Background: an optimization exercise with open tools, aiming at a short achievable clock period and few clock cycles. Do not read the settings as production practice. In this exercise RTL edits were held to simulation tests only and were not proved equivalent to the original. The flow treats the clock pin as an ideal source, which a real chip does not have. Power is estimated from default activity; no workload was simulated.

### design/flow/flow/run.sh
#!/bin/bash
# Standard ORFS layout, with the delay cells kept out of the port buffers and
# timing repair (plain buffers are faster for the I/O paths).
set -euo pipefail
export DONT_USE_CELLS="sky130_fd_sc_hd__clkdlybuf4s15_1 sky130_fd_sc_hd__clkdlybuf4s15_2 sky130_fd_sc_hd__clkdlybuf4s18_1 sky130_fd_sc_hd__clkdlybuf4s18_2 sky130_fd_sc_hd__clkdlybuf4s25_1 sky130_fd_sc_hd__clkdlybuf4s25_2 sky130_fd_sc_hd__clkdlybuf4s50_1 sky130_fd_sc_hd__clkdlybuf4s50_2 sky130_fd_sc_hd__dlygate4sd1_1 sky130_fd_sc_hd__dlygate4sd2_1 sky130_fd_sc_hd__dlygate4sd3_1 sky130_fd_sc_hd__dlymetal6s2s_1 sky130_fd_sc_hd__dlymetal6s4s_1 sky130_fd_sc_hd__dlymetal6s6s_1"
export BUFFER_PORTS_ARGS="-buffer_cell sky130_fd_sc_hd__buf_4"
bash standard.sh > standard.log 2>&1
### design/flow/standard.sh
#!/bin/bash
# synth_recipe.tcl (not shown) runs the flow's synth.tcl, then flattens the netlist and writes it again
# the make line also repeats each setting of config.mk as NAME=value (left out here)
make -C /OpenROAD-flow-scripts/flow DESIGN_CONFIG=/design/flow/config.mk WORK_HOME=/design/flow/orfs CLKGATE_MAP_FILE= SYNTH_SCRIPT=/design/flow/synth_recipe.tcl "${@:-finish}"
### design/flow/config.mk
export PLATFORM = sky130hd
export DESIGN_NAME = icache_top
export DESIGN_NICKNAME = icache_top
export VERILOG_FILES = /design/flow/design.v
export SDC_FILE = /design/flow/constraint.sdc
export NUM_CORES = 4
export LEC_CHECK = 0
export ABC_CLOCK_PERIOD_IN_PS = 3500
export CAP_MARGIN = 20
export CORE_MARGIN = 2
export CORE_UTILIZATION = 45
export PLACE_DENSITY = 0.6
export SETUP_SLACK_MARGIN = 2.5
export SLEW_MARGIN = 20
### design/flow/constraint.sdc
create_clock -name core_clock -period 6.0 [get_ports {clk_i}]
set_input_delay 1.2000 -clock core_clock [delete_from_list [all_inputs] [get_ports {clk_i}]]
set_output_delay 1.2000 -clock core_clock [all_outputs]
set_load 0.01 [all_outputs]
### design/flow/design.v
package icache_pkg;
  localparam int unsigned ICACHE_OFF_W = $clog2(4);
  localparam int unsigned ICACHE_IDX_W = $clog2(16);
  localparam int unsigned ICACHE_TAG_W = 32 - ICACHE_IDX_W - ICACHE_OFF_W - 2;
  typedef union packed {
    logic [32-1:0] raw;
    struct packed {
      logic [ICACHE_TAG_W-1:0] tag;
      logic [ICACHE_IDX_W-1:0] index;
      logic [ICACHE_OFF_W-1:0] offset;
      logic [1:0]              byte_off;
    } fields;
  } icache_addr_u;
  typedef enum logic [1:0] {
    LOOKUP,
    RESPOND,
    REFILL,
    ALLOCATE
  } icache_state_e;
endpackage
`timescale 1ns/1ps
module icache_top (
  input  logic                      clk_i,
  input  logic                      rst_ni,
  input  logic                      flush_i,
  input  logic                      if_req_i,
  input  logic [32-1:0] if_addr_i,
  output logic                      if_ack_o,
  output logic [31:0]               if_data_o,
  output logic                      m_arvalid_o,
  output logic [32-1:0] m_araddr_o,
  input  logic                      m_arready_i,
  input  logic                      m_rvalid_i,
  input  logic [31:0]               m_rdata_i,
  output logic                      m_rready_o
);
  logic [29:0] addr;
  assign addr = if_addr_i[31:2];
  logic [31:0] mem_q [64];
  logic [23:0] tag_q [16];
  logic [15:0] lval_q;    
  logic [63:0] wval_q;    
  logic [29:0] p_q;       
  logic [29:0] pn_q;      
  logic [29:0] pa_q;      
  logic        pv_q;      
  logic [29:0] n_q;       
  logic [31:0] d_q;       
  logic        ok_q;      
  logic        lok_q;     
  logic        need_q;    
  logic        byp_q;     
  logic        mode_q;    
  logic        alloc_q;   
  logic [29:0] last_q;    
  logic [29:0] lb_q;      
  logic [29:0] le_q;      
  logic        lv_q;      
  logic [5:0]  fq_iw_q   [8];   
  logic [7:0]  fq_live_q;
  logic [3:0]  cnt_q;
  logic        rdy_q;          
  logic        arv_q;
  logic [27:0] ar_line_q;
  logic [1:0]  ar_w_q;
  logic [2:0]  eng_cnt_q;   
  logic        eng_live_q;
  logic        lineok_n;
  logic        lineok_a;
  assign lineok_a = lval_q[addr[5:2]] && (tag_q[addr[5:2]] == addr[29:6]);
  logic [15:0] eq_n;
  always_comb begin
    for (int i = 0; i < 16; i++) eq_n[i] = lval_q[i] && (tag_q[i] == n_q[29:6]);
  end
  assign lineok_n = eq_n[n_q[5:2]];
  logic [5:0]  head_iw;
  logic        head_live;
  logic        beat, beat_live;
  assign head_iw   = fq_iw_q[0];
  assign head_live = fq_live_q[0];
  assign m_rready_o = rdy_q;
  assign beat      = m_rvalid_i && m_rready_o;
  assign beat_live = beat && head_live;
  logic        fwd_p, fwd_n;
  assign fwd_p = m_rvalid_i && byp_q;
  assign fwd_n = beat_live && (head_iw == n_q[5:0]);
  logic [31:0] d_n;
  logic        ok_n;
  assign d_n  = fwd_n ? m_rdata_i : mem_q[n_q[5:0]];
  assign ok_n = lineok_n && (wval_q[n_q[5:0]] || fwd_n);
  logic sel_n;
  assign sel_n = ack || (mode_q && !miss_new);
  logic        lok_nx;
  always_comb begin
    if (flush_i)       lok_nx = 1'b0;
    else if (sel_n)    lok_nx = lineok_n || start;
    else if (miss_new) lok_nx = 1'b0;
    else               lok_nx = lok_q || start;
  end
  logic [29:0] pred_n;
  assign pred_n = (lv_q && (n_q == le_q)) ? lb_q : n_q + 30'd1;
  logic match, ack, miss_new;
  assign match    = pv_q && (addr == p_q);
  assign ack      = if_req_i && match && !mode_q && !alloc_q && (ok_q || fwd_p);
  assign miss_new = if_req_i && !match;
  logic match_o;
  assign match_o  = pv_q && (addr == ~pn_q);
  assign if_ack_o = if_req_i && match_o && !mode_q && !alloc_q && (ok_q || fwd_p);
  assign if_data_o = ok_q ? d_q : m_rdata_i;
  logic start, arfire;
  assign start  = if_req_i && match && need_q;
  logic match_a;
  assign match_a = pv_q && (addr == pa_q);
  assign m_arvalid_o = arv_q || (if_req_i && match_a && need_q);
  assign m_araddr_o  = arv_q ? {ar_line_q, ar_w_q, 2'b00} : {p_q, 2'b00};
  assign arfire = m_arvalid_o && m_arready_i;
  logic [3:0] cnt_nn, cnt_nf, cnt_n;
  assign cnt_nn = cnt_q - {3'd0, beat};
  assign cnt_nf = cnt_q + 4'd1 - {3'd0, beat};
  assign cnt_n  = arfire ? cnt_nf : cnt_nn;
  logic [2:0] push_at;
  assign push_at = cnt_q[2:0] - {2'd0, beat};
  logic [5:0] fq_iw_nx [8];
  always_comb begin
    for (int i = 0; i < 8; i++) begin
      fq_iw_nx[i] = (beat && i < 7) ? fq_iw_q[(i + 1) % 8] : fq_iw_q[i];
    end
  end
  logic [2:0] eng_cnt_n;
  always_comb begin
    eng_cnt_n = eng_cnt_q;
    if (start) eng_cnt_n = 3'd4;
    if (arfire) eng_cnt_n = eng_cnt_n - 3'd1;
  end
  logic       fire_ns;    
  logic [2:0] eng_ns;
  logic       arv_ns, arv_n, engz_ns;
  assign fire_ns = arv_q && m_arready_i;
  assign eng_ns  = fire_ns ? eng_cnt_q - 3'd1 : eng_cnt_q;
  assign engz_ns = (eng_ns == 3'd0);
  assign arv_ns  = !engz_ns;
  assign arv_n   = start || arv_ns;
  always_ff @(posedge clk_i or negedge rst_ni) begin
    if (!rst_ni) begin
      arv_q      <= 1'b0;
      ar_line_q  <= '0;
      ar_w_q     <= '0;
      eng_cnt_q  <= '0;
      eng_live_q <= 1'b0;
    end else begin
      eng_cnt_q <= eng_cnt_n;
      arv_q     <= arv_n;
      if (start) begin
        ar_line_q  <= p_q[29:2];
        ar_w_q     <= arfire ? p_q[1:0] + 2'd1 : p_q[1:0];
        eng_live_q <= 1'b1;
      end else if (arfire) begin
        ar_w_q <= ar_w_q + 2'd1;
      end
      if (flush_i) eng_live_q <= 1'b0;
    end
  end
  always_ff @(posedge clk_i or negedge rst_ni) begin
    if (!rst_ni) begin
      cnt_q     <= '0;
      rdy_q     <= 1'b0;
      fq_live_q <= '0;
    end else begin
      cnt_q <= cnt_n;
      rdy_q <= arfire || (cnt_nn != 4'd0);
      fq_live_q <= fq_live_nx;
    end
  end
  logic [7:0] fq_live_nx;
  logic [5:0] iw0_nx;
  always_comb begin
    for (int i = 0; i < 8; i++) begin
      fq_live_nx[i] = (i < 7) ? (beat ? fq_live_q[(i + 1) % 8] : fq_live_q[i]) : (!beat && fq_live_q[7]);
      if (flush_i || (start && fq_iw_nx[i][5:2] == p_q[5:2])) fq_live_nx[i] = 1'b0;
      if (arfire && (3'(i) == push_at)) fq_live_nx[i] = (start || eng_live_q) && !flush_i;
    end
    iw0_nx = (arfire && push_at == 3'd0) ? m_araddr_o[7:2] : fq_iw_nx[0];
  end
  always_ff @(posedge clk_i) begin
    for (int i = 0; i < 8; i++) begin
      if (arfire && (3'(i) == push_at)) fq_iw_q[i] <= m_araddr_o[7:2];
      else if (beat && i < 7) fq_iw_q[i] <= fq_iw_q[(i + 1) % 8];
    end
  end
  always_ff @(posedge clk_i or negedge rst_ni) begin
    if (!rst_ni) begin
      lval_q <= '0;
      wval_q <= '0;
    end else begin
      if (alloc_q) begin
        lval_q[p_q[5:2]]        <= 1'b1;
        wval_q[p_q[5:2]*4 +: 4] <= 4'b0000;
      end
      if (beat_live && !flush_i && !(start && head_iw[5:2] == p_q[5:2])) begin
        wval_q[head_iw] <= 1'b1;
      end
      if (flush_i) lval_q <= '0;
    end
  end
  always_ff @(posedge clk_i) begin
    if (alloc_q) tag_q[p_q[5:2]] <= p_q[29:6];
    if (beat_live) mem_q[head_iw] <= m_rdata_i;
  end
  always_ff @(posedge clk_i or negedge rst_ni) begin
    if (!rst_ni) begin
      p_q    <= '0;
      pv_q   <= 1'b0;
      n_q    <= '0;
      ok_q   <= 1'b0;
      lok_q  <= 1'b0;
      need_q <= 1'b0;
      byp_q  <= 1'b0;
      mode_q <= 1'b0;
      alloc_q <= 1'b0;
      last_q <= '0;
      lb_q   <= '0;
      le_q   <= '0;
      lv_q   <= 1'b0;
    end else begin
      if (ack) begin
        p_q    <= n_q;
        n_q    <= pred_n;
        ok_q   <= ok_n;
        lok_q  <= lineok_n;
        last_q <= p_q;
      end else if (miss_new) begin
        p_q    <= addr;
        pv_q   <= 1'b1;
        n_q    <= addr;
        ok_q   <= 1'b0;
        lok_q  <= 1'b0;
        mode_q <= 1'b1;
        if (addr == lb_q) begin
          le_q <= last_q;
          lv_q <= 1'b1;
        end else begin
          lb_q <= addr;
          lv_q <= 1'b0;
        end
      end else if (mode_q) begin
        n_q    <= pred_n;
        ok_q   <= ok_n;
        lok_q  <= lineok_n || start;
        mode_q <= 1'b0;
      end else begin
        if (fwd_p) ok_q <= 1'b1;
        if (start) lok_q <= 1'b1;
      end
      if (flush_i) begin
        ok_q  <= 1'b0;
        lok_q <= 1'b0;
      end
      need_q <= miss_new ? !lineok_a && engz_ns : !start && !lok_nx && engz_ns;
      alloc_q <= start;
      byp_q  <= sel_n    ? fq_live_nx[0] && (iw0_nx == n_q[5:0]) && (lineok_n || start) :
                miss_new ? 1'b0 :
                           fq_live_nx[0] && (iw0_nx == p_q[5:0]) && (lok_q || start) && !flush_i;
    end
  end
  always_ff @(posedge clk_i) begin
    if (ack) begin
      pn_q <= ~n_q;
      pa_q <= n_q;
    end else if (miss_new) begin
      pn_q <= ~addr;
      pa_q <= addr;
    end
  end
  always_ff @(posedge clk_i) begin
    if (sel_n) begin
      d_q <= d_n;
    end else if (fwd_p) begin
      d_q <= m_rdata_i;
    end
  end
endmodule
==> results of run 1 <==
power by group:
group | switching, W | internal (W)
clock network | 0.00791 | 0.0106
logic | 0.00303 | 0.00219
registers | 0.000341 | 0.0220
layout by cell type, fill, tap and decap left out, types with 14 or more instances in the layout:
cell type | Yosys | layout
mux2i_1 | 76 | 71
nand3_1 | 61 | 61
buf_12 | 0 | 49
ha_1 | 17 | 15
inv_1 | 89 | 87
buf_16 | 0 | 14
dfxtp_1 | 30 | 30
mux2_4 | 0 | 28
dfrtp_1 | 286 | 266
xnor2_1 | 312 | 305
clkbuf_16 | 0 | 324
clkinv_1 | 2 | 68
a21oi_1 | 114 | 112
mux2_2 | 196 | 173
buf_4 | 4 | 313
nand4_1 | 98 | 98
nor3_1 | 32 | 28
buf_6 | 2 | 39
nor2_1 | 211 | 136
mux4_2 | 816 | 816
nor2_4 | 0 | 64
o22ai_1 | 55 | 55
bufinv_16 | 0 | 16
xor2_1 | 319 | 301
clkinv_2 | 0 | 50
nand2_1 | 194 | 181
xor2_2 | 0 | 14
nor4_1 | 83 | 69
o21ai_0 | 99 | 99
clkbuf_1 | 239 | 75
edfxtp_1 | 2542 | 2542
worst max-delay path, cell delays in order:
cell      delay [ns]
buf_4           0.18
xor2_1          0.20
nor4_4          0.32
nand4_1         0.15
buf_6           0.18
or2_4           0.25
nand2b_4        0.07
buf_6           0.09
worst max-delay path by stage:
stage / startpoint / to / slack (ns) / cells after the start
5_1_grt: if_addr_i[30] / m_arvalid_o / 2.12 / 8
3_5_place_dp: if_addr_i[4] / d_q[11]$_DFFE_PP_ / 1.31 / 10
6_report: if_addr_i[12] / m_arvalid_o / 2.15 / 8
4_1_cts: if_addr_i[4] / m_arvalid_o / 2.10 / 10
3_3_place_gp: if_addr_i[4] / need_q$_DFF_PN0_ / 1.32 / 10
2_1_floorplan: m_rvalid_i / mem_q[43][0]$_DFFE_PP_ / 2.09 / 5
state kept, by name, indices dropped and copies added, names as in the netlist, 3 cells and up:
name       flops
mem_q       2048
fq_iw_q       48
cnt_q          4
ar_line_q     28
eng_cnt_q      3
p_q           30
lb_q          30
last_q        30
pn_q          30
d_q           32
n_q           30
lval_q        16
pa_q          30
fq_live_q      8
tag_q        384
wval_q        64
le_q          30
metrics by stage:
step / instances / util (%) / power, W
final: 10300 / 52.2 / 0.0461
after global routing: 10300 / 52.2 / 0.0474
after CTS: 10300 / 52.1 / 0.0463
after detailed placement: 9644 / 47.8 / 0.0277
after global placement: 9644 / 47.8 / 0.0277
after floorplan: 6164 / - / 0.0258
routing by layer:
| layer | global-route usage [%] | share of wire [%] | vias to the layer above | wire (um) |
|---|---|---|---|---|
| met2 | 40.5 | 49 | 2732 | 166000 |
| met1 | 35.7 | 41 | 33900 | 140000 |
| met4 | 7.59 | 3.0 | 2 | 10300 |
| met3 | 3.62 | 7.3 | 499 | 24800 |
| li1 | - | - | 25400 | - |
| met5 | 0 | 0.0038 | - | 13 |
layout make-up:
class	instances	area, sq um	area share, %
clock inverters	156	1280	0.935
clock buffers	403	8420	6.15
inverters	91	368	0.268
repair buffers	426	4450	3.24
multi-input cells	2822	33900	24.8
flip-flops and latches	2858	84100	61.4
diodes	6	15.0	0.0110
well taps	3515	4400	3.21
timing repair:
action,CTS,global route
cloned,9,2
pin swaps,16,14
setup buffers,43,14
setup endpoints to repair,1087,222
endpoints found under the hold margin,0,0
gates resized for setup,142,44
kinds of logic after synthesis:
group | Yosys count
flip-flops | 2858
multiplexers | 1093
AND/OR/NAND/NOR | 755
XOR/XNOR | 631
buffers and inverters | 484
AO/OA/AOI/OAI | 324
adder cells (fa/ha/maj) | 17
other | 1
==> out/metrics.yaml, run 1 <==
outcome:
  status: "finished clean"
die:
  row_count: 188
  die_height_um: 518
  core_area_sq_um: 262000
  ios: 137
  die_w_um: 518
  start_util_pct: 45.2
  fp.dieArea_sq_um: 268000
critical_path:
  r2r_end: "need_q$_DFF_PN0_"
  arrival_ns: 2.65
  cp-end-kind: "primary output"
  crit_fanout: 8
  r2r_cells: 11
  critPathLaunchType: "input pin"
  r2r_setup_slack_ns: 2.47
  cp_data_required_time_ns: 4.80
  path_class: "in2out"
  r2r_start: "n_q[16]$_DFFE_PN0P_"
synthesis:
  synthSimpleGateAreaFrac_pct: 3.08
  ys.flop_type: "edfxtp_1"
  synth_edf_count: 2542
  syn_avg_cell_area_sq_um: 19.3
  ys_top_cells_by_count: "edfxtp_1 (2542), mux4_2 (816), xor2_1 (319), xnor2_1 (312), dfrtp_1 (286)"
  ys_seq_area_share_pct: 70.9
  synthesis.area_sq_um: 119000
  synth_compound_gate_area_share_pct: 1.55
  synth_warnings: 3
  synth.area.mux_share_pct: 18.0
  yosys_register_bits: 2858
  yosysTopAreaCell: "edfxtp_1"
  synth_xor_area_share_pct: 4.66
  yosys.area_share.adder_pct: 0.179
  netlist_instances: 6163
  synth_top_family_by_area: "multiplexers"
  synth_area_leaders: "edfxtp_1 (64%), mux4_2 (15%), dfrtp_1 (6.0%), xor2_1 (2.4%), xnor2_1 (2.3%)"
  synthDistinctLibCells: 61
  synth.most_common_cell: "edfxtp_1"
  synth_top_area_share_pct: 64.3
  ys_async_sr_fraction_pct: 10.0
sta:
  layout_min_cycle_time_ns: 3.85
  slew_viol_final: 0
  skew_ns: 0.0698
  finalSetupViolCount: 0
  fin_crit_sh_pct: 64.2
  max_slew_margin_pct: 28.3
  tightest_slew_ns: 1.08
  fmax_mhz: 260
  final-hold-violation-count: 0
  setup_tns_ns: 0
  fin_hold_ws_ns: 0.387
  rsz0062_at_grt: "true"
  timing.final.ws_setup_ns: 2.15
clocking:
  cts.sinks: 2858
  clkTransAtPathRegs_ns: 0.06
  clockRootBuffer: "clkbuf_16"
  cts_buffers: 316
  cts_tree: "built"
  clkLatencyLatePin_ns: 0.87
  cts.path.max_buffers: 4
  cts_hold_buf: 0
  ctsHtreeMaxLevel: 5
power_and_ir_drop:
  pwr_density_cell_nw_per_um2: 336
  leakagePower_nw: 45.0
  ir_drop_mv: 0.317
drt:
  postRouteAntennaNets: 0
  first_iter_violations: 8074
  drc_errors: 0
  vias: 62600
  wirelength_mm: 341
  routedWlPerCell_um: 33.2
  vias_per_cell: 6.09
  first_pass_iters: 7
place:
  placed_cell_area_sq_um: 125000
  hpwl_mm: 202
  port_buffers: 132
  gp_congestion: 0.933
  dpl_worst_slack_ns: 1.31
grt:
  antenna_found_initial: 16
  grt_pass1_wl_mm: 479
  grtUsageTotal_pct: 25.1
  grt_max_degree: 97
  overflow: 0
  grt_pass1_vias: 62500
layout:
  nFillCells: 20800
  fin_area_sq_um: 137000
  syn2layout_area_growth_pct: 15.5
  nets: 6602
  layout-drive-gt1-share_pct: 30.3
job:
  cap_violations: 0
worst_hold_path:
  hp-class: "in2async"
Testbench counts, summed over its fixed seeds: cycles 29,311.
==> run 2: changes to the inputs <==
--- a/design/flow/design.v
+++ b/design/flow/design.v
@@ -68,4 +68,2 @@
   logic        lineok_n;
-  logic        lineok_a;
-  assign lineok_a = lval_q[addr[5:2]] && (tag_q[addr[5:2]] == addr[29:6]);
   logic [15:0] eq_n;
@@ -95,3 +93,3 @@
     if (flush_i)       lok_nx = 1'b0;
-    else if (sel_n)    lok_nx = lineok_n || start;
+    else if (sel_n)    lok_nx = lineok_n;
     else if (miss_new) lok_nx = 1'b0;
@@ -247,3 +245,3 @@
         ok_q   <= ok_n;
-        lok_q  <= lineok_n || start;
+        lok_q  <= lineok_n;
         mode_q <= 1'b0;
@@ -257,5 +255,5 @@
       end
-      need_q <= miss_new ? !lineok_a && engz_ns : !start && !lok_nx && engz_ns;
+      need_q <= !start && !miss_new && !lok_nx && engz_ns;
       alloc_q <= start;
-      byp_q  <= sel_n    ? fq_live_nx[0] && (iw0_nx == n_q[5:0]) && (lineok_n || start) :
+      byp_q  <= sel_n    ? fq_live_nx[0] && (iw0_nx == n_q[5:0]) && lineok_n :
                 miss_new ? 1'b0 :
==> design/flow/flow/run.sh (replaced) <==
#!/bin/bash
# Standard ORFS layout, with the delay cells kept out of the port buffers and
# timing repair (plain buffers are faster for the I/O paths), and without the
# slow 4-input NOR/OR cells.
set -euo pipefail
export DONT_USE_CELLS="sky130_fd_sc_hd__clkdlybuf4s15_1 sky130_fd_sc_hd__clkdlybuf4s15_2 sky130_fd_sc_hd__clkdlybuf4s18_1 sky130_fd_sc_hd__clkdlybuf4s18_2 sky130_fd_sc_hd__clkdlybuf4s25_1 sky130_fd_sc_hd__clkdlybuf4s25_2 sky130_fd_sc_hd__clkdlybuf4s50_1 sky130_fd_sc_hd__clkdlybuf4s50_2 sky130_fd_sc_hd__dlygate4sd1_1 sky130_fd_sc_hd__dlygate4sd2_1 sky130_fd_sc_hd__dlygate4sd3_1 sky130_fd_sc_hd__dlymetal6s2s_1 sky130_fd_sc_hd__dlymetal6s4s_1 sky130_fd_sc_hd__dlymetal6s6s_1 sky130_fd_sc_hd__nor4_1 sky130_fd_sc_hd__nor4_2 sky130_fd_sc_hd__nor4_4 sky130_fd_sc_hd__nor4b_1 sky130_fd_sc_hd__nor4b_2 sky130_fd_sc_hd__nor4b_4 sky130_fd_sc_hd__nor4bb_1 sky130_fd_sc_hd__nor4bb_2 sky130_fd_sc_hd__nor4bb_4 sky130_fd_sc_hd__or4_1 sky130_fd_sc_hd__or4_2 sky130_fd_sc_hd__or4_4 sky130_fd_sc_hd__or4b_1 sky130_fd_sc_hd__or4b_2 sky130_fd_sc_hd__or4b_4 sky130_fd_sc_hd__or4bb_1 sky130_fd_sc_hd__or4bb_2 sky130_fd_sc_hd__or4bb_4"
export BUFFER_PORTS_ARGS="-buffer_cell sky130_fd_sc_hd__buf_4"
bash standard.sh > standard.log 2>&1
==> run 2 against run 1 <==
Highest routed layer unchanged; routed wire length shrank 9.2%; critical path depth decreased by 1; synthesized cell count down 3.5%; hold slack got worse by 0.063 ns; clock-buffer cell count is 7 higher; first-iteration DRC count shrank 15%; critical path type unchanged; largest power group unchanged.
==> out/metrics.yaml, run 2 <==
critical_path:
  path_buf_inv: 2  # -1
  crit_fanout: 7  # -1
  arrival_ns: 2.55  # -0.10 ns
  critPathLaunch: "if_addr_i[20]"
  path_class: "in2out"
  worstPathCellList: "buf_4 > xor2_2 > nand4_1 > nor4_4 > nand2_1 > nor4_2 > buf_4"
  critPathLaunchType: "input pin"
  r2r_end: "d_q[16]$_DFFE_PP_"
  r2r_cells: 12  # +1
  r2r_setup_slack_ns: 2.43  # -0.04 ns
  cpLargestDelayFamily: "simple AND/OR/NAND/NOR gates"
  cpMaxStageDelayCell: "nor4_4"
  cp_data_required_time_ns: 4.80  # about the same
  slowest_delay_ns: 0.31  # about the same
  cp-end-kind: "primary output"
  cpMostUsedCell: "buf_4"
  r2r_start: "p_q[22]$_DFFE_PN0P_"
layout:
  layout-drive-gt1-share_pct: 30.1  # -0.14 points
  largest_register_ffs: 2048  # unchanged
  layout_common_cells: "edfxtp_1 (2542), mux4_2 (691), buf_4 (356)"
  regMostFlops: "mem_q"
  nets: 6459  # -2.2%
  final_common_cell: "edfxtp_1"
  syn2layout_area_growth_pct: 16.0
synthesis:
  syn_avg_cell_area_sq_um: 19.4  # +0.95%
  ys.flop_type: "edfxtp_1"
  synth_top_family_by_area: "multiplexers"
  synth_area_leaders: "edfxtp_1 (66%), mux4_2 (13%), dfrtp_1 (6.2%), xnor2_1 (2.4%), xor2_1 (2.3%)"
  synthSimpleGateAreaFrac_pct: 3.19  # +0.11 points
  synth_warnings: 3  # unchanged
  synth.area.mux_share_pct: 16.2  # -1.8 points
  ys_seq_area_share_pct: 72.7  # +1.9 points
  yosys_register_bits: 2858  # unchanged
  synth_top_area_share_pct: 66.0  # +1.7 points
  yosysTopAreaCell: "edfxtp_1"
  ys_top_cells_by_count: "edfxtp_1 (2542), mux4_2 (691), xnor2_1 (318), xor2_1 (298), dfrtp_1 (286)"
  synth_compound_gate_area_share_pct: 1.57  # +0.022 points
  ys_async_sr_fraction_pct: 10.0  # unchanged
  yosys.area_share.adder_pct: 0.184  # +0.0048 points
  synth.most_common_cell: "edfxtp_1"
  synth_xor_area_share_pct: 4.67  # +0.010 points
  synthDistinctLibCells: 65  # +6.6%
  synth_edf_count: 2542  # unchanged
  synthesis.area_sq_um: 116000  # -2.6%
  netlist_instances: 5947  # -3.5%
power_and_ir_drop:
  combPwrFrac_pct: 12.9  # +1.6 points
  p_seq_share_pct: 47.9  # -0.5 points
  leakagePower_nw: 43.9  # -2.4%
  power_frac_clock_pct: 39.2  # -1.0 points
  switching_share_pct: 24.8  # +0.29 points
  p_sw_w: 0.0116  # +2.6%
  pwr_density_cell_nw_per_um2: 348  # +3.6%
  p_int_w: 0.0351  # +0.93%
  ir_drop_mv: 0.351  # +10%
drt:
  first_iter_violations: 6869  # -15%
  postRouteAntennaNets: 0  # unchanged
  wirelength_mm: 309  # -9.2%
  routedWlPerCell_um: 31.0  # -6.6%
  vias: 59500  # -5.0%
  first_pass_iters: 8  # +1
  drc_errors: 0  # unchanged
  vias_per_cell: 5.95  # -2.2%
sta:
  slew_viol_final: 0  # unchanged
  tightest_slew_ns: 1.17  # +0.0923 ns
  layout_min_cycle_time_ns: 3.75  # -0.103 ns
  fin_crit_sh_pct: 62.5  # -1.7 points
  fin_hold_ws_ns: 0.324  # -0.0630 ns
  final-hold-violation-count: 0  # unchanged
  finalSetupViolCount: 0  # unchanged
  setup_tns_ns: 0  # unchanged
  skew_ns: 0.100  # +0.0303 ns
  rsz0062_at_grt: "true"
  max_slew_margin_pct: 21.8  # -6.5 points
  fmax_mhz: 267  # +2.7%
grt:
  grt_max_degree: 129  # +33%
  grt_pass1_vias: 60500  # -3.3%
  overflow: 0  # unchanged
  grtUsageTotal_pct: 23.5  # -1.6 points
  antenna_found_initial: 21  # +5
  grt_pass1_wl_mm: 442  # -7.6%
clocking:
  cts_tree: "built"
  clkTransAtPathRegs_ns: 0.06  # about the same
  cts.path.max_buffers: 4  # unchanged
  cts.sinks: 2858  # unchanged
  ctsHtreeMaxLevel: 5  # unchanged
  clkLatencyLatePin_ns: 0.96  # +0.09 ns
  cts_buffers: 318  # +0.63%
  clockRootBuffer: "clkbuf_16"
  cts_hold_buf: 0  # unchanged
die:
  die_w_um: 511  # -1.3%
  start_util_pct: 45.1  # -0.13 points
  core_area_sq_um: 256000  # -2.3%
  ios: 137  # unchanged
  row_count: 186  # -1.1%
  die_height_um: 511  # -1.3%
  fp.dieArea_sq_um: 261000  # -2.6%
place:
  gp_congestion: 0.864  # -7.4%
  hpwl_mm: 179  # -11%
  port_buffers: 132  # unchanged
worst_hold_path:
  hp-class: "in2async"
job:
  cap_violations: 0  # unchanged
outcome:
  status: "finished clean"
==> run 2: routing by layer <==
| layer | track usage, % | wire length (um) | up-vias |
|---|---|---|---|
| met4 | 6.27 | 8600 | 4 |
| met2 | 38.5 | 151000 | 2301 |
| li1 | - | - | 24600 |
| met1 | 32.7 | 128000 | 32000 |
| met5 | 0 | 23 | - |
| met3 | 4.22 | 22200 | 505 |
==> run 2: stage by stage <==
step	utilization (%)	worst slack, ns	cells	instance area (sq um)	power, W
after floorplan	-	1.97	5948	116000	0.0263
after global placement	47.7	1.01	9333	122000	0.0285
after detailed placement	47.8	0.994	9334	122000	0.0285
after CTS	52.1	2.20	9952	133000	0.0469
after global routing	52.3	2.22	9987	134000	0.0481
final	52.3	2.25	9990	134000	0.0467
==> run 2: kinds of logic (layout without fill, tap and decap cells) <==
logic type,count (synthesis),after routing
other cells,1,7
simple gates,750,753
flops,2858,2858
compound gates,301,302
fa+ha+maj,17,17
buf+inv,420,1069
xor+xnor,616,616
mux,984,984
==> run 2: what timing repair did <==
action | in CTS | in global routing
setup buffers | 56 | 28
setup endpoints to repair | 555 | 385
gates resized for setup | 137 | 60
hold endpoints to repair | 0 | 0
cloned | 13 | 3
pin swaps | 17 | 9
==> run 2: worst max-delay path by stage <==
stage,to,depth (start not counted)
after floorplan,d_q[11]$_DFFE_PP_,11
after CTS,if_ack_o,7
after global placement,d_q[24]$_DFFE_PP_,12
after global routing,if_ack_o,7
final,if_ack_o,7
after detailed placement,d_q[28]$_DFFE_PP_,12
==> run 2: layout make-up <==
class                      count  area, sq um
antenna                        5         12.5
clock buffer                 410         8580
clock inverter               139         1060
fill                       20000       122000
inverter                      61          245
multi-input combinational   2674        31200
sequential                  2858        84200
tap                         3384         4230
timing repair buffer         459         4560
==> run 2: power groups by stage <==
stage                     Combinational (W)  Sequential [W]  Clock [W]
after floorplan                     0.00370          0.0226          0
after global placement              0.00566          0.0228          0
after detailed placement            0.00572          0.0228          0
after CTS                           0.00592          0.0224     0.0186
after global routing                0.00639          0.0224     0.0193
final                               0.00604          0.0224     0.0183
Testbench counts of run 2, summed over its fixed seeds: cycles 29,485.
==> run 3: changes to the inputs <==
--- a/design/flow/design.v
+++ b/design/flow/design.v
@@ -49,2 +49,3 @@
   logic        ok_q;      
+  logic        oks1_q, oks2_q, oks3_q;    
   logic        lok_q;     
@@ -106,3 +107,22 @@
   assign if_ack_o = if_req_i && match_o && !mode_q && !alloc_q && (ok_q || fwd_p);
-  assign if_data_o = ok_q ? d_q : m_rdata_i;
+  assign if_data_o[7:0]   = ok_q    ? d_q[7:0]   : m_rdata_i[7:0];
+  assign if_data_o[15:8]  = !oks1_q ? d_q[15:8]  : m_rdata_i[15:8];
+  assign if_data_o[23:16] = oks2_q  ? d_q[23:16] : m_rdata_i[23:16];
+  assign if_data_o[31:24] = !oks3_q ? d_q[31:24] : m_rdata_i[31:24];
+  logic ok_nx;
+  always_comb begin
+    if (flush_i)       ok_nx = 1'b0;
+    else if (ack)      ok_nx = ok_n;
+    else if (miss_new) ok_nx = 1'b0;
+    else if (mode_q)   ok_nx = ok_n;
+    else               ok_nx = ok_q || fwd_p;
+  end
+  always_ff @(posedge clk_i or negedge rst_ni) begin
+    if (!rst_ni) oks1_q <= 1'b1;
+    else         oks1_q <= !ok_nx;
+  end
+  always_ff @(posedge clk_i) begin
+    oks2_q <= ok_nx;
+    oks3_q <= !ok_nx;
+  end
   logic start, arfire;
==> design/flow/flow/run.sh (replaced) <==
#!/bin/bash
# Standard ORFS layout, with plain buffers on the ports (faster than the delay
# cells buffer_ports picks by default).
set -euo pipefail
export BUFFER_PORTS_ARGS="-buffer_cell sky130_fd_sc_hd__buf_4"
bash standard.sh > standard.log 2>&1
==> run 3 against run 2 <==
Critical path depth unchanged; combinational power down 14%; synthesized cell count is 1.7% higher; fmax decreased by 8.1%; non-clock buffer count is 16 lower; power down 0.89%; cell area is 0.15% lower; clock power is 2% higher; critical path type unchanged; largest power group unchanged.
==> out/metrics.yaml, run 3 <==
outcome:
  status: "finished clean"
layout:
  multi_input_area_sq_um: 30800  # -1.3%
  nets: 6541  # +1.3%
  final_cells: 10100  # +0.86%
  finish.utilization_pct: 52.2  # -0.079 points
  layout-drive-gt1-share_pct: 28.6  # -1.6 points
  seqCellArea_sq_um: 84200  # about the same
  regMostFlops: "mem_q"
  nFillCells: 20200  # +1.1%
  largest_register_ffs: 2048  # unchanged
  layout_common_cells: "edfxtp_1 (2542), mux4_2 (693), buf_4 (336)"
  syn2layout_area_growth_pct: 15.7
  final_common_cell: "edfxtp_1"
drt:
  postRouteAntennaNets: 0  # unchanged
  wirelength_mm: 312  # +0.92%
  first_iter_violations: 6453  # -6.1%
  routedWlPerCell_um: 31.0  # about the same
  vias: 59800  # +0.60%
  drc_errors: 0  # unchanged
  first_pass_iters: 8  # unchanged
  vias_per_cell: 5.94  # -0.26%
synthesis:
  synth_xor_area_share_pct: 4.59  # -0.074 points
  synthesis.area_sq_um: 116000  # +0.12%
  synth_top_area_share_pct: 66.0  # -0.081 points
  syn_avg_cell_area_sq_um: 19.1  # -1.6%
  synth_warnings: 3  # unchanged
  synthDistinctLibCells: 66  # +1.5%
  yosysTopAreaCell: "edfxtp_1"
  ys.flop_type: "edfxtp_1"
  synthSimpleGateAreaFrac_pct: 3.41  # +0.22 points
  synth_compound_gate_area_share_pct: 1.77  # +0.19 points
  synth_area_leaders: "edfxtp_1 (66%), mux4_2 (13%), dfrtp_1 (6.2%), xor2_1 (2.5%), xnor2_1 (2.1%)"
  synth.area.mux_share_pct: 15.8  # -0.43 points
  ys_top_cells_by_count: "edfxtp_1 (2542), mux4_2 (693), xor2_1 (333), nand2_1 (301), dfrtp_1 (286)"
  synth_top_family_by_area: "multiplexers"
  synth_edf_count: 2542  # unchanged
  netlist_instances: 6051  # +1.7%
  synth.most_common_cell: "edfxtp_1"
  yosys.area_share.adder_pct: 0.184  # -0.00023 points
  ys_seq_area_share_pct: 72.7  # about the same
  ys_async_sr_fraction_pct: 10.0  # +0.024 points
  yosys_register_bits: 2861  # +0.10%
critical_path:
  cpMostUsedCell: "nand4_1"
  slowest_delay_ns: 0.38  # +0.07 ns
  path_class: "in2out"
  worstPathCellList: "buf_6 > xor2_1 > nand4_1 > nor4_2 > nand4_1 > nor4_4 > buf_4"
  cp_data_required_time_ns: 4.80  # about the same
  path_buf_inv: 2  # unchanged
  cpLargestDelayFamily: "simple AND/OR/NAND/NOR gates"
  cp-end-kind: "primary output"
  crit_fanout: 7  # unchanged
  arrival_ns: 2.88  # +0.33 ns
  cpMaxStageDelayCell: "nor4_2"
  critPathLaunchType: "input pin"
clocking:
  clkTransAtPathRegs_ns: 0.05  # about the same
  clockRootBuffer: "clkbuf_16"
  cts.sinks: 2861  # +0.10%
  cts_buffers: 316  # -0.63%
  cts.path.max_buffers: 4  # unchanged
  ctsHtreeMaxLevel: 5  # unchanged
  cts_tree: "built"
  clkLatencyLatePin_ns: 0.98  # +0.02 ns
sta:
  finalSetupViolCount: 0  # unchanged
  slew_viol_final: 0  # unchanged
  layout_min_cycle_time_ns: 4.08  # +0.331 ns
  max_slew_margin_pct: 30.0  # +8.2 points
  rsz0062_at_grt: "true"
  setup_tns_ns: 0  # unchanged
  skew_ns: 0.117  # +0.0173 ns
  fin_hold_ws_ns: 0.310  # -0.0142 ns
  tightest_slew_ns: 1.05  # -0.121 ns
  fin_crit_sh_pct: 68.0  # +5.5 points
  final-hold-violation-count: 0  # unchanged
  fmax_mhz: 245  # -8.1%
power_and_ir_drop:
  pwr_density_cell_nw_per_um2: 346  # -0.74%
  power_w: 0.0463  # -0.89%
  leakagePower_nw: 44.4  # +0.96%
  ir_drop_mv: 0.322  # -8.3%
die:
  core_area_sq_um: 256000  # unchanged
  die_w_um: 511  # about the same
  ios: 137  # unchanged
  die_height_um: 511  # about the same
  start_util_pct: 45.2  # +0.056 points
  row_count: 186  # unchanged
  fp.dieArea_sq_um: 261000  # +0.12%
grt:
  grt_pass1_vias: 60300  # -0.18%
  grt_pass1_wl_mm: 445  # +0.69%
  antenna_found_initial: 29  # +38%
  grtUsageTotal_pct: 23.7  # +0.16 points
  overflow: 0  # unchanged
  grt_max_degree: 105  # -19%
place:
  placedCellCount: 9452  # +1.3%
  gp_congestion: 0.870  # +0.65%
  hpwl_mm: 187  # +4.6%
  port_buffers: 132  # unchanged
worst_hold_path:
  hp-class: "in2async"
job:
  cap_violations: 0  # unchanged
-- run 3: cell types whose count changed in the layout (fill, tap and decap cells not counted), moves of 20 or more --
cell     delta
xor2_1     +40
xnor2_1    -38
a21oi_1    +36
nor2_1     +26
buf_4      -20
o22ai_1    +22
nand2_1   +116
-- run 3: layer usage --
metal,vias to the layer above,GRT usage (%),part of all wire [%]
li1,24900,-,-
met1,32100,32.1,40
met2,2282,39.2,50
met3,510,4.17,7.0
met4,8,7.36,3.2
met5,-,0,0.015
-- run 3: final cells by class --
| class | instances | share of cell area, % |
|---|---|---|
| Multi-Input combinational cell | 2769 | 23.0 |
| Inverter | 63 | 0.199 |
| Clock buffer | 388 | 6.18 |
| Tap cell | 3384 | 3.16 |
| Clock inverter | 164 | 1.17 |
| Antenna cell | 4 | 0.00748 |
| Sequential cell | 2861 | 62.9 |
| Timing Repair Buffer | 443 | 3.33 |
-- run 3: cell families after synthesis --
kind of cell	count (synthesis)
mux	939
buf+inv	422
compound gates	357
xor+xnor	607
flops	2861
other cells	1
simple gates	847
fa+ha+maj	17
-- run 3: through the flow --
stage          instance area, sq um  setup slack [ns]
6_report                     134000              1.92
2_1_floorplan                116000              1.99
4_1_cts                      133000              1.89
5_1_grt                      134000              1.89
3_5_place_dp                 123000              1.18
3_3_place_gp                 123000              1.22
-- run 3: power by group --
| group | leakage (nW) | total [W] | internal [W] | switching [W] |
|---|---|---|---|---|
| Sequential | 26.6 | 0.0224 | 0.0220 | 0.000350 |
| Clock | 4.82 | 0.0187 | 0.0110 | 0.00766 |
| Combinational | 13.0 | 0.00522 | 0.00211 | 0.00311 |
| Total | 44.4 | 0.0463 | 0.0352 | 0.0111 |
-- run 3: final timing paths --
| kind | start | endpoint | cells past startpoint | slack, ns |
|---|---|---|---|---|
| min reg2reg | ar_line_q[8]$_DFFE_PN0P_ | ar_line_q[8]$_DFFE_PN0P_ | 2 | 0.47 |
| max in group asynchronous | rst_ni | n_q[19]$_DFFE_PN0P_ | 2 | 4.46 |
| min | rst_ni | cnt_q[0]$_DFF_PN0_ | 1 | 0.31 |
| max | if_addr_i[18] | if_ack_o | 7 | 1.92 |
| max reg2reg | pa_q[24]$_DFFE_PP_ | byp_q$_DFF_PN0_ | 25 | 2.08 |
| min in group core_clock | ar_line_q[8]$_DFFE_PN0P_ | ar_line_q[8]$_DFFE_PN0P_ | 2 | 0.47 |
-- run 3: timing repair --
action / CTS / global route
cloned: 5 / 5
hold buffers: 0 / 0
hold endpoints to repair: 0 / 0
setup endpoints to repair: 397 / 142
gates resized for setup: 108 / 40
buffers inserted: 40 / 15
pin swaps: 10 / 11
Testbench counts of run 3, summed over its fixed seeds: cycles 29,485.
==> run 4: changes to the inputs <==
==> design/flow/flow/run.sh (replaced) <==
#!/bin/bash
# Standard ORFS layout, with plain buffers on the ports (faster than the delay
# cells buffer_ports picks by default), and the slow 4-input NOR/OR cells
# added to the platform's don't-use list.
set -euo pipefail
export BUFFER_PORTS_ARGS="-buffer_cell sky130_fd_sc_hd__buf_4"
DU="sky130_fd_sc_hd__probe_p_8 sky130_fd_sc_hd__probec_p_8 sky130_fd_sc_hd__lpflow_bleeder_1 sky130_fd_sc_hd__lpflow_clkbufkapwr_1 sky130_fd_sc_hd__lpflow_clkbufkapwr_16 sky130_fd_sc_hd__lpflow_clkbufkapwr_2 sky130_fd_sc_hd__lpflow_clkbufkapwr_4 sky130_fd_sc_hd__lpflow_clkbufkapwr_8 sky130_fd_sc_hd__lpflow_clkinvkapwr_1 sky130_fd_sc_hd__lpflow_clkinvkapwr_16 sky130_fd_sc_hd__lpflow_clkinvkapwr_2 sky130_fd_sc_hd__lpflow_clkinvkapwr_4 sky130_fd_sc_hd__lpflow_clkinvkapwr_8 sky130_fd_sc_hd__lpflow_decapkapwr_12 sky130_fd_sc_hd__lpflow_decapkapwr_3 sky130_fd_sc_hd__lpflow_decapkapwr_4 sky130_fd_sc_hd__lpflow_decapkapwr_6 sky130_fd_sc_hd__lpflow_decapkapwr_8 sky130_fd_sc_hd__lpflow_inputiso0n_1 sky130_fd_sc_hd__lpflow_inputiso0p_1 sky130_fd_sc_hd__lpflow_inputiso1n_1 sky130_fd_sc_hd__lpflow_inputiso1p_1 sky130_fd_sc_hd__lpflow_inputisolatch_1 sky130_fd_sc_hd__lpflow_isobufsrc_1 sky130_fd_sc_hd__lpflow_isobufsrc_16 sky130_fd_sc_hd__lpflow_isobufsrc_2 sky130_fd_sc_hd__lpflow_isobufsrc_4 sky130_fd_sc_hd__lpflow_isobufsrc_8 sky130_fd_sc_hd__lpflow_isobufsrckapwr_16 sky130_fd_sc_hd__lpflow_lsbuf_lh_hl_isowell_tap_1 sky130_fd_sc_hd__lpflow_lsbuf_lh_hl_isowell_tap_2 sky130_fd_sc_hd__lpflow_lsbuf_lh_hl_isowell_tap_4 sky130_fd_sc_hd__lpflow_lsbuf_lh_isowell_4 sky130_fd_sc_hd__lpflow_lsbuf_lh_isowell_tap_1 sky130_fd_sc_hd__lpflow_lsbuf_lh_isowell_tap_2 sky130_fd_sc_hd__lpflow_lsbuf_lh_isowell_tap_4 "
for c in nor4 nor4b nor4bb or4 or4b or4bb; do for s in 1 2 4; do DU="$DU sky130_fd_sc_hd__${c}_${s}"; done; done
bash standard.sh "DONT_USE_CELLS=$DU" finish > standard.log 2>&1
==> run 4 against run 3 <==
Fmax increased by 7.9%; critical path depth is 1 lower; cell count decreased by 0.27%; critical endpoint is now m_arvalid_o; largest power group unchanged.
==> out/metrics.yaml, run 4 <==
outcome:
  status: "finished clean"
power_and_ir_drop:
  p_sw_w: 0.0111  # -0.27%
  p_int_w: 0.0349  # -0.69%
  pwr_density_cell_nw_per_um2: 344  # -0.49%
  combPwrFrac_pct: 11.0  # -0.3 points
  ir_drop_mv: 0.273  # -15%
  leakagePower_nw: 43.5  # -2.0%
  power_frac_clock_pct: 40.4  # about the same
  p_seq_share_pct: 48.6  # +0.3 points
  switching_share_pct: 24.1  # +0.077 points
critical_path:
  arrival_ns: 2.58  # -0.30 ns
  r2r_setup_slack_ns: 2.53  # +0.45 ns
  cp_data_required_time_ns: 4.80  # about the same
  crit_fanout: 2  # -5
  cp-end-kind: "primary output"
  path_class: "in2out"
  critPathLaunchType: "input pin"
die:
  die_w_um: 512  # +0.13%
  core_area_sq_um: 257000  # +0.18%
  start_util_pct: 45.2  # about the same
  die_height_um: 512  # +0.13%
  row_count: 186  # unchanged
  ios: 137  # unchanged
  fp.dieArea_sq_um: 262000  # +0.26%
layout:
  nFillCells: 20200  # -0.23%
  layout-drive-gt1-share_pct: 29.1  # +0.53 points
  nets: 6500  # -0.63%
  layout_common_cells: "edfxtp_1 (2542), mux4_2 (693), xnor2_1 (541)"
  finish.utilization_pct: 52.1  # -0.15 points
  seqCellArea_sq_um: 84200  # about the same
  largest_register_ffs: 2048  # unchanged
  multi_input_area_sq_um: 30900  # +0.18%
  syn2layout_area_growth_pct: 15.2
  final_common_cell: "edfxtp_1"
  regMostFlops: "mem_q"
place:
  hpwl_mm: 194  # +3.8%
  gp_congestion: 0.866  # -0.45%
  port_buffers: 132  # unchanged
synthesis:
  synth.most_common_cell: "edfxtp_1"
  synth_area_leaders: "edfxtp_1 (66%), mux4_2 (13%), dfrtp_1 (6.2%), xnor2_1 (4.2%), mux2_2 (2.0%)"
  synth_edf_count: 2542  # unchanged
  ys_seq_area_share_pct: 72.5  # -0.19 points
  ys_top_cells_by_count: "edfxtp_1 (2542), mux4_2 (693), xnor2_1 (550), dfrtp_1 (286), nor2_1 (246)"
  synth_warnings: 3  # unchanged
  ys.flop_type: "edfxtp_1"
  syn_avg_cell_area_sq_um: 19.3  # +0.74%
  ys_async_sr_fraction_pct: 10.0  # unchanged
  synthesis.area_sq_um: 116000  # +0.26%
  synth_top_area_share_pct: 65.8  # -0.17 points
  synthDistinctLibCells: 68  # +3.0%
  yosys_register_bits: 2861  # unchanged
  netlist_instances: 6022  # -0.48%
  yosysTopAreaCell: "edfxtp_1"
sta:
  setup_tns_ns: 0  # unchanged
  rsz0062_at_grt: "true"
  skew_ns: 0.122  # +0.00462 ns
  layout_min_cycle_time_ns: 3.78  # -0.299 ns
  tightest_slew_ns: 1.12  # +0.0682 ns
  final-hold-violation-count: 0  # unchanged
  max_slew_margin_pct: 25.5  # -4.6 points
  fmax_mhz: 265  # +7.9%
  slew_viol_final: 0  # unchanged
  finalSetupViolCount: 0  # unchanged
  fin_crit_sh_pct: 63.0  # -5.0 points
grt:
  grtUsageTotal_pct: 25.4  # +1.7 points
  antenna_found_initial: 21  # -28%
  grt_pass1_wl_mm: 471  # +5.7%
  grt_pass1_vias: 60700  # +0.66%
  grt_max_degree: 135  # +29%
  overflow: 0  # unchanged
drt:
  first_pass_iters: 6  # -2
  drc_errors: 0  # unchanged
  routed-wl-met3_mm: 24.3  # +11%
  vias: 60900  # +1.8%
  postRouteAntennaNets: 0  # unchanged
  wirelength_mm: 335  # +7.2%
  routedWlPerCell_um: 33.3  # +7.5%
  top_layer: "met5"
  wirelength_met1_mm: 134  # +6.8%
  vias_per_cell: 6.06  # +2.1%
  wl_met2_mm: 164  # +5.8%
  first_iter_violations: 7633  # +18%
clocking:
  cts_hold_buf: 0  # unchanged
  cts_buffers: 307  # -2.8%
  clkLatencyLatePin_ns: 0.92  # -0.06 ns
  clockRootBuffer: "clkbuf_16"
  cts.sinks: 2861  # unchanged
  cts.path.max_buffers: 4  # unchanged
  ctsHtreeMaxLevel: 5  # unchanged
  clkTransAtPathRegs_ns: 0.05  # about the same
  cts_tree: "built"
worst_hold_path:
  hp-class: "in2async"
job:
  cap_violations: 0  # unchanged
run 4: changes by cell type in the layout (fill, tap and decap cells not counted), sizes merged, moves of 14 or more:
cell    change
xnor2     +277
xor2      -277
nor4       -73
nand2      -63
nand4      +42
mux2       +33
nor2       +32
and4       +21
clkinv     +18
clkbuf     -14
run 4: worst paths after layout:
path / startpoint / end / depth (start not counted)
setup / recovery: if_addr_i[15] / m_arvalid_o / 6
hold / removal: rst_ni / le_q[9]$_DFFE_PN0P_ / 1
setup reg to reg: n_q[1]$_DFFE_PN0P_ / d_q[5]$_DFFE_PP_ / 6
hold reg to reg: wval_q[59]$_DFF_PN0_ / wval_q[59]$_DFF_PN0_ / 2
max in group asynchronous: rst_ni / n_q[0]$_DFFE_PN0P_ / 2
min in group core_clock: wval_q[59]$_DFF_PN0_ / wval_q[59]$_DFF_PN0_ / 2
run 4: stage by stage:
stage	hold WS [ns]	power (W)	setup slack [ns]	cell area, sq um	std cells
finish	0.424	0.0460	2.22	134000	10000
global route	0.447	0.0474	2.17	134000	10000
CTS	0.397	0.0463	2.18	133000	10000
detailed placement	0.466	0.0277	1.33	123000	9414
global placement	0.457	0.0277	1.30	123000	9413
floorplan	0.445	0.0258	1.97	116000	6023
run 4: routing by layer:
| layer | vias up | track usage [%] |
|---|---|---|
| met5 | - | 0 |
| met4 | 6 | 8.72 |
| met3 | 525 | 4.08 |
| met2 | 2613 | 41.5 |
| met1 | 33100 | 34.9 |
| li1 | 24700 | - |
run 4: timing repair:
item	in CTS	in global routing
gates resized for setup	87	37
cloned	1	1
setup buffers	57	15
pin swaps	18	10
endpoints found under the setup margin	536	140
run 4: layout make-up:
class / count / share of cell area, %
Antenna cell: 14 / 0.0262
Clock buffer: 378 / 6.21
Clock inverter: 169 / 1.12
Inverter: 62 / 0.208
Multi-Input combinational cell: 2743 / 23.1
Sequential cell: 2861 / 63.0
Tap cell: 3384 / 3.17
Timing Repair Buffer: 438 / 3.21
run 4: cell families (layout without fill, tap and decap cells):
logic type	after synthesis	after routing	synth area share, %
DFF	2861	2861	72.5
muxes	976	976	16.1
and+or+nand+nor	809	809	3.30
xor gates and xnor gates	607	607	4.59
buffers and inverters	419	1047	1.65
AOI/OAI and AO/OA	332	332	1.64
adders and majority gates	17	17	0.183
other	1	16	0.00323
run 4: power by group through the flow:
stage               clock network [W]  registers, W  logic (W)
floorplan                           0        0.0226    0.00323
global placement                    0        0.0228    0.00489
detailed placement                  0        0.0228    0.00495
CTS                            0.0189        0.0224    0.00505
global route                   0.0196        0.0224    0.00535
finish                         0.0186        0.0224    0.00505
run 4: worst max-delay path, cell delays in order:
cell	delay [ns]
buf_12	0.10
xnor2_2	0.13
nand4_1	0.36
nor3_2	0.30
a41o_4	0.34
buf_6	0.14
==> run 5: changes to the inputs <==
--- a/design/flow/flow/run.sh
+++ b/design/flow/flow/run.sh
@@ -3,5 +3,7 @@
 # cells buffer_ports picks by default), and the slow 4-input NOR/OR cells
-# added to the platform's don't-use list.
+# added to the platform's don't-use list; after CTS a second timing repair
+# works on the worst endpoints only.
 set -euo pipefail
 export BUFFER_PORTS_ARGS="-buffer_cell sky130_fd_sc_hd__buf_4"
+export POST_CTS_TCL="$PWD/flow/post_cts.tcl"
 DU="sky130_fd_sc_hd__probe_p_8 sky130_fd_sc_hd__probec_p_8 sky130_fd_sc_hd__lpflow_bleeder_1 sky130_fd_sc_hd__lpflow_clkbufkapwr_1 sky130_fd_sc_hd__lpflow_clkbufkapwr_16 sky130_fd_sc_hd__lpflow_clkbufkapwr_2 sky130_fd_sc_hd__lpflow_clkbufkapwr_4 sky130_fd_sc_hd__lpflow_clkbufkapwr_8 sky130_fd_sc_hd__lpflow_clkinvkapwr_1 sky130_fd_sc_hd__lpflow_clkinvkapwr_16 sky130_fd_sc_hd__lpflow_clkinvkapwr_2 sky130_fd_sc_hd__lpflow_clkinvkapwr_4 sky130_fd_sc_hd__lpflow_clkinvkapwr_8 sky130_fd_sc_hd__lpflow_decapkapwr_12 sky130_fd_sc_hd__lpflow_decapkapwr_3 sky130_fd_sc_hd__lpflow_decapkapwr_4 sky130_fd_sc_hd__lpflow_decapkapwr_6 sky130_fd_sc_hd__lpflow_decapkapwr_8 sky130_fd_sc_hd__lpflow_inputiso0n_1 sky130_fd_sc_hd__lpflow_inputiso0p_1 sky130_fd_sc_hd__lpflow_inputiso1n_1 sky130_fd_sc_hd__lpflow_inputiso1p_1 sky130_fd_sc_hd__lpflow_inputisolatch_1 sky130_fd_sc_hd__lpflow_isobufsrc_1 sky130_fd_sc_hd__lpflow_isobufsrc_16 sky130_fd_sc_hd__lpflow_isobufsrc_2 sky130_fd_sc_hd__lpflow_isobufsrc_4 sky130_fd_sc_hd__lpflow_isobufsrc_8 sky130_fd_sc_hd__lpflow_isobufsrckapwr_16 sky130_fd_sc_hd__lpflow_lsbuf_lh_hl_isowell_tap_1 sky130_fd_sc_hd__lpflow_lsbuf_lh_hl_isowell_tap_2 sky130_fd_sc_hd__lpflow_lsbuf_lh_hl_isowell_tap_4 sky130_fd_sc_hd__lpflow_lsbuf_lh_isowell_4 sky130_fd_sc_hd__lpflow_lsbuf_lh_isowell_tap_1 sky130_fd_sc_hd__lpflow_lsbuf_lh_isowell_tap_2 sky130_fd_sc_hd__lpflow_lsbuf_lh_isowell_tap_4 "
==> design/flow/flow/post_cts.tcl (new file) <==
# A second timing repair after CTS that works only on the worst endpoints
# (the fetch port's same-cycle outputs), then legalizes again.
repair_timing -setup -setup_margin 3.0 -repair_tns 0 -verbose
detailed_placement
check_placement -verbose
==> run 5 against run 4 <==
Still clean; sequential share of layout area hardly changed; cell area hardly changed; synthesized cell count unchanged; fmax down 0.38%; clock-buffer cell count did not move; critical path depth unchanged; critical endpoint unchanged.
==> out/metrics.yaml, run 5 <==
outcome:
  status: "finished clean"
power_and_ir_drop:
  combPwrFrac_pct: 11.0  # about the same
  power_frac_clock_pct: 40.4  # about the same
  p_int_w: 0.0349  # about the same
  ir_drop_mv: 0.272  # -0.35%
  switching_share_pct: 24.1  # about the same
  power_w: 0.0460  # about the same
  p_sw_w: 0.0111  # about the same
  pwr_density_cell_nw_per_um2: 344  # about the same
  p_seq_share_pct: 48.6  # about the same
  leakagePower_nw: 43.5  # about the same
die:
  row_count: 186  # unchanged
  start_util_pct: 45.2  # unchanged
  ios: 137  # unchanged
  die_w_um: 512  # unchanged
  die_height_um: 512  # unchanged
  core_area_sq_um: 257000  # unchanged
  fp.dieArea_sq_um: 262000  # unchanged
place:
  gp_congestion: 0.866  # unchanged
  dpl_worst_slack_ns: 1.33  # unchanged
  port_buffers: 132  # unchanged
  hpwl_mm: 194  # unchanged
  placed_cell_area_sq_um: 123000  # unchanged
drt:
  wirelength_mm: 335  # about the same
  vias: 60900  # +0.0066%
  first_pass_iters: 6  # unchanged
  postRouteAntennaNets: 0  # unchanged
  routedWlPerCell_um: 33.3  # about the same
  first_iter_violations: 7671  # +0.50%
  vias_per_cell: 6.06  # about the same
  drc_errors: 0  # unchanged
synthesis:
  synthDistinctLibCells: 68  # unchanged
  ys_top_cells_by_count: "edfxtp_1 (2542), mux4_2 (693), xnor2_1 (550), dfrtp_1 (286), nor2_1 (246)"
  ys_async_sr_fraction_pct: 10.0  # unchanged
  yosysTopAreaCell: "edfxtp_1"
  synth.most_common_cell: "edfxtp_1"
  synth_top_area_share_pct: 65.8  # unchanged
  synthesis.area_sq_um: 116000  # unchanged
  syn_avg_cell_area_sq_um: 19.3  # unchanged
  synth_edf_count: 2542  # unchanged
  synth_area_leaders: "edfxtp_1 (66%), mux4_2 (13%), dfrtp_1 (6.2%), xnor2_1 (4.2%), mux2_2 (2.0%)"
  yosys_register_bits: 2861  # unchanged
  ys_seq_area_share_pct: 72.5  # unchanged
  synth_warnings: 3  # unchanged
  ys.flop_type: "edfxtp_1"
  netlist_instances: 6022  # unchanged
clocking:
  cts.sinks: 2861  # unchanged
  clkTransAtPathRegs_ns: 0.05  # about the same
  clkLatencyLatePin_ns: 0.92  # about the same
  cts_tree: "built"
layout:
  layout-drive-gt1-share_pct: 29.1  # unchanged
  nets: 6500  # unchanged
  regMostFlops: "mem_q"
  largest_register_ffs: 2048  # unchanged
  final_common_cell: "edfxtp_1"
  fin_area_sq_um: 134000  # about the same
  layout_common_cells: "edfxtp_1 (2542), mux4_2 (693), xnor2_1 (541)"
  syn2layout_area_growth_pct: 15.2  # about the same
sta:
  rsz0062_at_grt: "true"
  finalSetupViolCount: 0  # unchanged
  skew_ns: 0.122  # +0.000120 ns
  fmax_mhz: 264  # -0.38%
  slew_viol_final: 0  # unchanged
  setup_tns_ns: 0  # unchanged
  fin_crit_sh_pct: 63.2  # +0.24 points
  max_slew_margin_pct: 25.4  # about the same
  layout_min_cycle_time_ns: 3.79  # +0.0144 ns
  tightest_slew_ns: 1.12  # +0.000373 ns
  final-hold-violation-count: 0  # unchanged
  timing.final.ws_setup_ns: 2.21  # -0.0144 ns
grt:
  antenna_found_initial: 21  # unchanged
  grt_pass1_wl_mm: 471  # about the same
  grtUsageTotal_pct: 25.4  # about the same
  overflow: 0  # unchanged
  grt_max_degree: 135  # unchanged
  grt_pass1_vias: 60800  # +0.0099%
job:
  cap_violations: 0  # unchanged
critical_path:
  critPathLaunchType: "input pin"
  cp_data_required_time_ns: 4.80  # about the same
  r2r_setup_slack_ns: 2.51  # -0.02 ns
  crit_fanout: 2  # unchanged
  cp-end-kind: "primary output"
  arrival_ns: 2.59  # about the same
  path_class: "in2out"
worst_hold_path:
  hp-class: "in2async"
-- run 5: cell type report --
cell class	count	area, sq um
clock buffer	378	8310
fill	20200	123000
tap	3384	4230
sequential	2861	84200
antenna	13	32.5
multi-input combinational	2743	30900
timing repair buffer	438	4300
inverter	62	278
clock inverter	169	1500
-- run 5: final timing paths --
check | from | cells after the start | endpoint
min in group core_clock | wval_q[59]$_DFF_PN0_ | 2 | wval_q[59]$_DFF_PN0_
hold / removal | rst_ni | 1 | le_q[9]$_DFFE_PN0P_
max in group asynchronous | rst_ni | 2 | eng_cnt_q[1]$_DFF_PN0_
hold reg to reg | wval_q[59]$_DFF_PN0_ | 2 | wval_q[59]$_DFF_PN0_
setup reg to reg | n_q[1]$_DFFE_PN0P_ | 6 | d_q[5]$_DFFE_PP_
setup / recovery | if_addr_i[15] | 6 | m_arvalid_o
-- run 5: power by group through the flow --
| stage | combinational (W) | sequential [W] | clock (W) |
|---|---|---|---|
| 2_1_floorplan | 0.00323 | 0.0226 | 0 |
| 3_3_place_gp | 0.00489 | 0.0228 | 0 |
| 3_5_place_dp | 0.00495 | 0.0228 | 0 |
| 5_1_grt | 0.00535 | 0.0224 | 0.0196 |
| 6_report | 0.00506 | 0.0224 | 0.0186 |
-- run 5: cell families after synthesis --
logic type	after synthesis	synth area share, %
mux	976	16.1
fa+ha+maj	17	0.183
buf+inv	419	1.65
simple gates	809	3.30
compound gates	332	1.64
flops	2861	72.5
other cells	1	0.00323
xor+xnor	607	4.59
-- run 5: worst max-delay path, stage by stage --
cell     delay (ns)
buf_12         0.10
xnor2_2        0.13
nand4_1        0.36
nor3_2         0.30
a41o_4         0.34
buf_6          0.14
-- run 5: through the flow --
step	hold WS, ns	util, %	instances
floorplan	0.445	-	6023
global placement	0.457	47.7	9413
detailed placement	0.466	47.8	9414
finish	0.436	52.1	10000
global route	0.447	52.1	10000
-- run 5: routing by layer --
layer	track usage, %	up-vias	routed length (um)
met2	41.5	2642	164000
met1	34.9	33000	134000
li1	-	24700	-
met4	8.72	4	12600
met3	4.08	528	24800
met5	0	-	26
==> run 6: changes to the inputs <==
--- a/design/flow/design.v
+++ b/design/flow/design.v
@@ -49,3 +49,2 @@
   logic        ok_q;      
-  logic        oks1_q, oks2_q, oks3_q;    
   logic        lok_q;     
@@ -107,22 +106,3 @@
   assign if_ack_o = if_req_i && match_o && !mode_q && !alloc_q && (ok_q || fwd_p);
-  assign if_data_o[7:0]   = ok_q    ? d_q[7:0]   : m_rdata_i[7:0];
-  assign if_data_o[15:8]  = !oks1_q ? d_q[15:8]  : m_rdata_i[15:8];
-  assign if_data_o[23:16] = oks2_q  ? d_q[23:16] : m_rdata_i[23:16];
-  assign if_data_o[31:24] = !oks3_q ? d_q[31:24] : m_rdata_i[31:24];
-  logic ok_nx;
-  always_comb begin
-    if (flush_i)       ok_nx = 1'b0;
-    else if (ack)      ok_nx = ok_n;
-    else if (miss_new) ok_nx = 1'b0;
-    else if (mode_q)   ok_nx = ok_n;
-    else               ok_nx = ok_q || fwd_p;
-  end
-  always_ff @(posedge clk_i or negedge rst_ni) begin
-    if (!rst_ni) oks1_q <= 1'b1;
-    else         oks1_q <= !ok_nx;
-  end
-  always_ff @(posedge clk_i) begin
-    oks2_q <= ok_nx;
-    oks3_q <= !ok_nx;
-  end
+  assign if_data_o = ok_q ? d_q : m_rdata_i;
   logic start, arfire;
==> run 6 against run 5 <==
Still clean on timing, DRC and antenna; utilization shrank 0.054 points; critical path depth grew 4; register-to-register slack better by 0.04 ns; fmax increased by 0.69%; clock skew down 0.037 ns; first-iteration DRC count is 11% lower; critical endpoint is now if_ack_o; largest cell class unchanged.
==> out/metrics.yaml, run 6 <==
outcome:
  status: "finished clean"
die:
  die_w_um: 511  # about the same
  fp.dieArea_sq_um: 261000  # -0.18%
  core_area_sq_um: 256000  # about the same
power_and_ir_drop:
  leakagePower_nw: 43.4  # -0.29%
  pwr_density_cell_nw_per_um2: 351  # +2.0%
  combPwrFrac_pct: 12.3  # +1.3 points
  p_sw_w: 0.0115  # +3.3%
  switching_share_pct: 24.5  # +0.37 points
  power_frac_clock_pct: 39.8  # -0.6 points
  power_w: 0.0468  # +1.8%
  p_int_w: 0.0354  # +1.3%
drt:
  vias: 60600  # -0.46%
  routedWlPerCell_um: 32.1  # -3.7%
  vias_per_cell: 5.99  # -1.2%
  drc_errors: 0  # unchanged
  first_pass_iters: 6  # unchanged
clocking:
  cts.sinks: 2858  # -0.10%
  clkTransAtPathRegs_ns: 0.06  # about the same
  cts_tree: "built"
critical_path:
  cpLargestDelayFamily: "simple AND/OR/NAND/NOR gates"
  r2r_cells: 10  # +4
  arrival_ns: 2.57  # -0.02 ns
  crit_fanout: 3  # +1
  r2r_start: "n_q[23]$_DFFE_PN0P_"
  cp_data_required_time_ns: 4.80  # about the same
  cp-end-kind: "primary output"
  slowest_delay_ns: 0.38  # +0.02 ns
  cpMaxStageDelayCell: "or3_4"
  r2r_end: "need_q$_DFF_PN0_"
  critPathLaunchType: "input pin"
  worstPathCellList: "buf_6 > inv_8 > or3_4 > nor2_4 > buf_12 > nand4_1 > nor3_2 > nand3_1 > nor2_2 > buf_4"
  path_class: "in2out"
synthesis:
  netlist_instances: 6116  # +1.6%
  synthesis.area_sq_um: 116000  # -0.18%
  synth_top_area_share_pct: 65.9  # +0.12 points
  ys.flop_type: "edfxtp_1"
  ys_async_sr_fraction_pct: 10.0  # -0.024 points
  synth_area_leaders: "edfxtp_1 (66%), mux4_2 (13%), dfrtp_1 (6.2%), xnor2_1 (4.2%), nand2_1 (1.1%)"
  yosysTopAreaCell: "edfxtp_1"
  synth_warnings: 3  # unchanged
  synthDistinctLibCells: 65  # -4.4%
sta:
  slew_viol_final: 0  # unchanged
  finalSetupViolCount: 0  # unchanged
  setup_tns_ns: 0  # unchanged
  rsz0062_at_grt: "true"
  final-hold-violation-count: 0  # unchanged
  skew_ns: 0.0854  # -0.0367 ns
  tightest_slew_ns: 1.14  # +0.0255 ns
  fin_crit_sh_pct: 62.8  # -0.44 points
  fin_hold_ws_ns: 0.230  # -0.206 ns
  fmax_mhz: 265  # +0.69%
  layout_min_cycle_time_ns: 3.77  # -0.0262 ns
grt:
  grtUsageMet1_pct: 32.8  # -2.1 points
  met3_usage_pct: 4.01  # -0.066 points
  met2_usage_pct: 41.8  # +0.34 points
  antenna_found_initial: 13  # -38%
  grt_pass1_wl_mm: 459  # -2.6%
  busiest_layer: "met2"
  overflow: 0  # unchanged
  grt_pass1_vias: 61000  # +0.48%
  grtUsageTotal_pct: 24.7  # -0.73 points
place:
  port_buffers: 132  # unchanged
  hpwl_mm: 183  # -5.7%
layout:
  syn2layout_area_growth_pct: 15.2  # about the same
  layout-drive-gt1-share_pct: 26.7  # -2.4 points
  largest_register_ffs: 2048  # unchanged
  regMostFlops: "mem_q"
  nets: 6588  # +1.4%
  layout_common_cells: "edfxtp_1 (2542), mux4_2 (690), xnor2_1 (547)"
job:
  cap_violations: 0  # unchanged
-- run 6: cell types whose count changed in the layout (fill, tap and decap cells not counted), sizes merged, moves of 15 or more --
cell	delta
clkinv	-18
a211oi	+20
clkbuf	+20
mux2	-59
nand4	+29
a221o	+15
o22ai	-24
nand2	+114
-- run 6: worst max path at each step --
stage                              to  depth (start not counted)  slack (ns)               start
finish                       if_ack_o                         10        2.23            if_req_i
global route                 if_ack_o                          8        2.13  mode_q$_DFFE_PN0N_
detailed placement  d_q[19]$_DFFE_PP_                         10        1.27       if_addr_i[12]
global placement     d_q[1]$_DFFE_PP_                         10        1.27       if_addr_i[12]
floorplan             byp_q$_DFF_PN0_                         17        2.01          m_rvalid_i
-- run 6: layer usage --
layer / part of all wire [%] / routed length, um
met1: 39 / 128000
met2: 50 / 164000
met3: 6.9 / 22500
met4: 3.4 / 11100
met5: 0.0083 / 27
-- run 6: stage by stage --
stage	utilization, %	std cells	cell area (sq um)	worst slack, ns
after floorplan	-	6117	116000	2.01
after global placement	47.8	9505	122000	1.27
after detailed placement	47.8	9507	123000	1.27
after global routing	52.0	10100	133000	2.13
final	52.0	10100	133000	2.23
-- run 6: power groups by stage --
stage          sequential (W)  clock (W)  combinational (W)
2_1_floorplan          0.0226          0            0.00367
3_3_place_gp           0.0229          0            0.00552
3_5_place_dp           0.0229          0            0.00558
5_1_grt                0.0224     0.0197            0.00608
6_report               0.0224     0.0187            0.00575
-- run 6: area by class of cell --
cell class | count | area, sq um
sequential | 2858 | 84100
fill | 20400 | 123000
clock inverter | 157 | 1360
clock buffer | 397 | 8500
timing repair buffer | 431 | 4130
inverter | 63 | 267
multi-input combinational | 2832 | 30800
tap | 3384 | 4230
antenna | 5 | 12.5
-- run 6: cells by family after synthesis --
family	Yosys count	share of synthesized area, %
simple gates	953	3.81
compound gates	340	1.74
buf+inv	428	1.58
xor+xnor	614	4.64
flops	2858	72.6
mux	905	15.4
fa+ha+maj	17	0.184
other cells	1	0.00324
Testbench counts of run 6, summed over its fixed seeds: cycles 29,485.

Check on run 6: ideal ports give 2.232 ns setup slack; a clkbuf_16 on the clock port and buf_2 on the inputs give 2.144 ns; moving port delays by the midpoint clock arrival (1.016 ns) as well gives 1.802 ns.
